This design comes from an exercise in tuning for small area, a short achievable clock period and few clock cycles on the open sky130 flow, not from production work. Power is estimated from default activity; no workload was simulated.

==> flow/design.v <==
`timescale 1ns / 1ps
module write_batch_record_parser (
  input  logic                clk_i,
  input  logic                rst_ni,
  input  logic                in_valid_i,
  output logic                in_ready_o,
  input  logic [41:0]         in_data_i,
  output logic                out_valid_o,
  input  logic                out_ready_i,
  output logic [143:0]        out_data_o,
  input  logic                cfg_valid_i,
  output logic                cfg_ready_o,
  input  logic                cfg_index_i,
  input  logic [31:0]         cfg_data_i
);
  localparam logic [2:0] PhHeader = 3'd0;
  localparam logic [2:0] PhTag    = 3'd1;
  localparam logic [2:0] PhKeyLen = 3'd2;
  localparam logic [2:0] PhValLen = 3'd3;
  localparam logic [2:0] PhKey    = 3'd4;
  localparam logic [2:0] PhVal    = 3'd5;
  localparam logic [2:0] PhErrTag = 3'd6;
  localparam logic [2:0] PhErrLen = 3'd7;
  logic [7:0]  b;
  logic        bf, bl;
  logic [31:0] sp;
  assign b  = in_data_i[41:34];
  assign bf = in_data_i[33];
  assign bl = in_data_i[32];
  assign sp = in_data_i[31:0];
  logic [2:0]  phase_q, phase_n;
  logic        idle_q;
  logic [3:0]  cnt_q, cnt_n;
  logic [31:0] len_q;
  logic [31:0] diff_q;
  logic        dz_q;
  logic [63:0] rseq_q;
  logic [31:0] pos_q, pos_n;
  logic        lag_q;
  logic [31:0] rs_q;
  logic        del_q, del_n, ddel_q;
  logic        vp_q;
  logic [31:0] file_q;
  logic        fzero_q, fresh_q;
  logic        hd_q, hn_q, hs_q;
  logic        sep_q;   
  logic        hd_d, hn_d, hs_d;
  logic        empty_q, single_q, behind_q;
  logic        rip_q;     
  logic        hdone_q, lpz_q, hst_q, rl_q;
  logic        b0p_q;     
  logic [7:0]  byte_q;
  logic        fe_q, dk_q;
  logic        in_fire, upd, pop, pop_done, pos_mv;
  logic        emit_data, do_finish, do_after_key, hdr_end, seq_wr, cnt_wr;
  logic [31:0] len_new, len_pf;
  logic        len_ph;
  logic        len_new_zero, len_one, grp_zero;
  logic [2:0]  code;
  assign cfg_ready_o = 1'b1;
  assign out_valid_o = !empty_q;
  assign in_ready_o  = empty_q || (out_ready_i && rip_q);
  assign in_fire     = in_valid_i && in_ready_o;
  assign upd         = in_fire && (bf || !idle_q);
  assign pop         = out_ready_i && !empty_q;
  assign pop_done    = out_ready_i && !hd_q && hn_q;
  assign pos_mv      = upd && !bf && !behind_q;
  always_comb begin
    for (int i = 0; i < 32; i++) begin
      if (cnt_q == 4'(i / 7)) len_new[i] = b[i % 7];
      else if (cnt_q == 4'd0) len_new[i] = 1'b0;
      else len_new[i] = len_q[i];
    end
  end
  assign grp_zero     = (cnt_q == 4'd4) ? (b[3:0] == 4'd0) : (b[6:0] == 7'd0);
  assign len_new_zero = grp_zero && ((cnt_q == 4'd0) || (len_q == 32'd0));
  assign len_one      = (len_q == 32'd1);
  assign len_ph       = (phase_q == PhKeyLen) || (phase_q == PhValLen);
  assign len_pf       = (vp_q && !del_q && !fzero_q) ? file_q : 32'd0;
  always_comb begin
    phase_n = phase_q;
    cnt_n   = cnt_q;
    del_n   = del_q;
    seq_wr  = 1'b0;
    cnt_wr  = 1'b0;
    hdr_end = 1'b0;
    emit_data    = 1'b0;
    do_finish    = 1'b0;
    do_after_key = 1'b0;
    case (phase_q)
      PhHeader: begin
        cnt_n = cnt_q + 4'd1;
        if (cnt_q[3]) cnt_wr = 1'b1;
        else seq_wr = 1'b1;
        if (cnt_q == 4'd11) begin
          hdr_end = 1'b1;
          cnt_n   = 4'd0;
          phase_n = PhTag;
        end
      end
      PhTag: begin
        if (b[7:1] == 7'd0) begin
          del_n   = !b[0];
          phase_n = PhKeyLen;
        end else begin
          phase_n = PhErrTag;
        end
      end
      PhKeyLen, PhValLen: begin
        cnt_n = cnt_q + 4'd1;
        if (b[7]) begin
          if (cnt_q == 4'd4) phase_n = PhErrLen;
        end else begin
          cnt_n = 4'd0;
          if (phase_q == PhKeyLen) begin
            if (len_new_zero) do_after_key = 1'b1;
            else phase_n = PhKey;
          end else begin
            if (len_new_zero) do_finish = 1'b1;
            else phase_n = PhVal;
          end
        end
      end
      PhKey: begin
        emit_data = 1'b1;
        if (len_one) do_after_key = 1'b1;
      end
      PhVal: begin
        emit_data = !vp_q;
        if (len_one) do_finish = 1'b1;
      end
      default: ;
    endcase
    if (do_after_key) begin
      if (del_q) do_finish = 1'b1;
      else phase_n = PhValLen;
    end
    if (do_finish) begin
      phase_n = PhTag;
    end
  end
  assign pos_n = pos_q + (lag_q ? 32'd2 : 32'd1);
  logic [63:0] rseq_inc;
  logic [31:0] diff_dec;
  assign rseq_inc = rseq_q + {63'd0, pop_done};
  assign diff_dec = diff_q - {31'd0, pop_done};
  always_comb begin
    hd_d = hd_q;
    hn_d = hn_q;
    hs_d = hs_q;
    if (upd) begin
      hs_d = bl;
      hd_d = !bf && emit_data;
      hn_d = behind_q || (!bf && do_finish);
    end else if (pop) begin
      if (hd_q) hd_d = 1'b0;
      else if (hn_q) hn_d = 1'b0;
      else hs_d = 1'b0;
    end
  end
  always_ff @(posedge clk_i or negedge rst_ni) begin
    if (!rst_ni) begin
      phase_q  <= PhHeader;
      idle_q   <= 1'b0;
      cnt_q    <= '0;
      pos_q    <= '0;
      lag_q    <= 1'b0;
      vp_q     <= 1'b0;
      fzero_q  <= 1'b1;
      fresh_q  <= 1'b1;
      hd_q     <= 1'b0;
      hn_q     <= 1'b0;
      hs_q     <= 1'b0;
      sep_q    <= 1'b0;
      empty_q  <= 1'b1;
      single_q <= 1'b0;
      behind_q <= 1'b0;
      rip_q    <= 1'b0;
      hdone_q  <= 1'b0;
      lpz_q    <= 1'b1;
      hst_q    <= 1'b1;
      rl_q     <= 1'b1;
      b0p_q    <= 1'b0;
    end else begin
      if (cfg_valid_i) begin
        if (cfg_index_i) fzero_q <= 1'b0;
        else vp_q <= cfg_data_i[0];
      end
      if (upd && (bf || hdr_end)) fresh_q <= 1'b0;
      if (upd && bf) pos_q <= sp;
      else if (pos_mv) pos_q <= pos_n;
      hd_q     <= hd_d;
      hn_q     <= hn_d;
      hs_q     <= hs_d;
      empty_q  <= !(hd_d || hn_d || hs_d);
      single_q <= hd_d ? !(hn_d || hs_d) : (hn_d != hs_d);
      behind_q <= hd_d && hn_d && !hs_d;
      rip_q    <= hd_d ? !hs_d : (hn_d != hs_d);
      hdone_q  <= !hd_d && hn_d;
      lpz_q    <= hd_d || (fresh_q && !(upd && (bf || hdr_end)));
      hst_q    <= !hd_d && !hn_d;
      rl_q     <= hd_d ? !(hn_d || hs_d) : (!hn_d || !hs_d || (upd ? behind_q : sep_q));
      if (upd && bf && behind_q) b0p_q <= 1'b1;
      else if (pop_done) b0p_q <= 1'b0;
      if (upd) begin
        idle_q <= bl;
        sep_q  <= behind_q;
        if (bf) begin
          phase_q <= PhHeader;
          cnt_q   <= 4'd1;
          lag_q   <= 1'b1;
        end else begin
          phase_q <= phase_n;
          cnt_q   <= cnt_n;
          lag_q <= behind_q;
        end
      end
    end
  end
  always_ff @(posedge clk_i) begin
    if (cfg_valid_i && cfg_index_i) file_q <= cfg_data_i;
    if (upd && bf && !behind_q) rs_q <= sp;
    else if (upd && hdr_end) rs_q <= pos_n;
    else if (pop_done) rs_q <= pos_q;
    if (upd && !bf) begin
      if (do_finish) len_q <= len_pf;
      else if (len_ph) len_q <= len_new;
      else if (phase_q == PhKey || phase_q == PhVal) len_q <= len_q - 32'd1;
    end
    if (upd && !bf) del_q <= del_n;
    if (upd && !bf && do_finish) ddel_q <= del_q;
    if ((upd && !bf && emit_data) || (upd && bf && behind_q)) begin
      byte_q <= b;
      fe_q   <= len_one;
      dk_q   <= phase_q[0];
    end
    for (int k = 1; k < 8; k++) begin
      rseq_q[8*k +: 8] <= (upd && !bf && seq_wr && cnt_q[2:0] == 3'(k))
                          ? b : rseq_inc[8*k +: 8];
    end
    if (upd && (bf ? !behind_q : (seq_wr && cnt_q[2:0] == 3'd0))) rseq_q[7:0] <= b;
    else if (b0p_q && pop_done) rseq_q[7:0] <= byte_q;
    else rseq_q[7:0] <= rseq_inc[7:0];
    for (int k = 0; k < 4; k++) begin
      diff_q[8*k +: 8] <= (upd && !bf && cnt_wr && cnt_q[1:0] == 2'(k))
                          ? b : diff_dec[8*k +: 8];
    end
    if (upd && !bf && cnt_wr) begin
      dz_q <= (b == 8'd0) && (diff_q[23:0] == 24'd0);
    end else if (pop_done) begin
      dz_q <= (diff_q == 32'd1);
    end
  end
  always_comb begin
    case (phase_q)
      PhErrTag: code = 3'd4;
      PhHeader: code = 3'd1;
      PhTag:    code = dz_q ? 3'd0 : 3'd5;
      default:  code = del_q ? 3'd3 : 3'd2;
    endcase
  end
  logic head_done;
  assign head_done   = !hd_q && !hst_q;
  assign out_data_o[143]     = !hd_q;
  assign out_data_o[142]     = hd_q ? dk_q : !hn_q;
  assign out_data_o[141:134] = hd_q ? byte_q : 8'd0;
  assign out_data_o[133]     = hd_q && fe_q;
  assign out_data_o[132]     = hd_q ? del_q : (hn_q && ddel_q);
  assign out_data_o[131:100] = hdone_q ? rseq_q[63:32] : 32'd0;
  assign out_data_o[99:68]   = head_done ? rseq_q[31:0] : 32'd0;
  assign out_data_o[67:36]   = lpz_q ? 32'd0 : rs_q;
  assign out_data_o[35:4]    = hdone_q ? len_q : 32'd0;
  assign out_data_o[3:1]     = hst_q ? code : 3'd0;
  assign out_data_o[0]       = rl_q;
endmodule
Settings: LEC_CHECK=0, CAP_MARGIN=20, CORE_MARGIN=2, CORE_UTILIZATION=60, SETUP_SLACK_MARGIN=3.7, SLEW_MARGIN=20; clock period 7.0 ns.
standard.sh (not shown) runs the stock make flow with config.mk's settings and CLKGATE_MAP_FILE= SYNTH_SCRIPT=/design/flow/synth_recipe.tcl, a recipe that flattens the netlist after the stock synthesis.
==> flow/flow/run.sh <==
#!/bin/bash
# The standard layout, with the port buffers made of buf_1 cells instead of the
# cell buffer_ports picks by itself (a delay cell four times the area).
set -euo pipefail
export BUFFER_PORTS_ARGS="-buffer_cell sky130_fd_sc_hd__buf_1"
bash standard.sh > standard.log 2>&1
The starting point finished with timing, DRC and antenna clean.
Change:
--- a/flow/design.v
+++ b/flow/design.v
@@ -223,10 +223,10 @@
     else if (upd && hdr_end) rs_q <= pos_n;
     else if (pop_done) rs_q <= pos_q;
-    if (upd && !bf) begin
+    if (upd && !bf && (len_ph || phase_q == PhKey || phase_q == PhVal)) begin
       if (do_finish) len_q <= len_pf;
       else if (len_ph) len_q <= len_new;
-      else if (phase_q == PhKey || phase_q == PhVal) len_q <= len_q - 32'd1;
-    end
-    if (upd && !bf) del_q <= del_n;
+      else len_q <= len_q - 32'd1;
+    end
+    if (upd && !bf && phase_q == PhTag) del_q <= !b[0];
     if (upd && !bf && do_finish) ddel_q <= del_q;
     if ((upd && !bf && emit_data) || (upd && bf && behind_q)) begin
=> Routed wire length went up by about 0.75%. Critical path depth stays the same. Maximum frequency hardly moves. Worst setup slack degrades by 3.2 ps. Worst hold slack improves by 11 ps. Area after synthesis grows by 0.41%. Clock-buffer cell count went up by 3. Via count went up by 2.2%. Synthesized cell count climbs by about 0.53%. Sequential power is lower by about 4%. Final area grows by about 1.8%. Power went down by about 2%. Final cell count rose by about 1.1%. Global-route usage fell by 0.30 points.
Function was not checked in any run of this note: the RTL went through the layout flow alone.

## what the ideal ports hide
How much do the figures lean on ideal ports? The routed layouts below were timed once more, with nothing changed but the port constraints.
Step 1 sets driving cells, clkbuf_16 on the clock port and buf_2 on the other inputs (assumed; they add their load-dependent delay and slew).
Step 2 moves the port delays by t, midway between the first and last clock arrival at a register: inputs arrive t later, outputs are due t later. That takes back most of the time a late clock gives input paths.
Three values: ideal, step 1, step 2; two values: the first two.
run | t (ns) | slack for setup (ns) | worst slew at a driven data input, ns
the first run | 0.595 | 3.705 / 3.653 / 3.214 | 0.07
the second run | 0.595 | 3.702 / 3.671 / 3.207 | 0.06
After both steps every run listed still meets setup and hold. The setup slack of the second run, which loses most, moves by -0.031 ns with the drivers and by -0.495 ns with both steps.
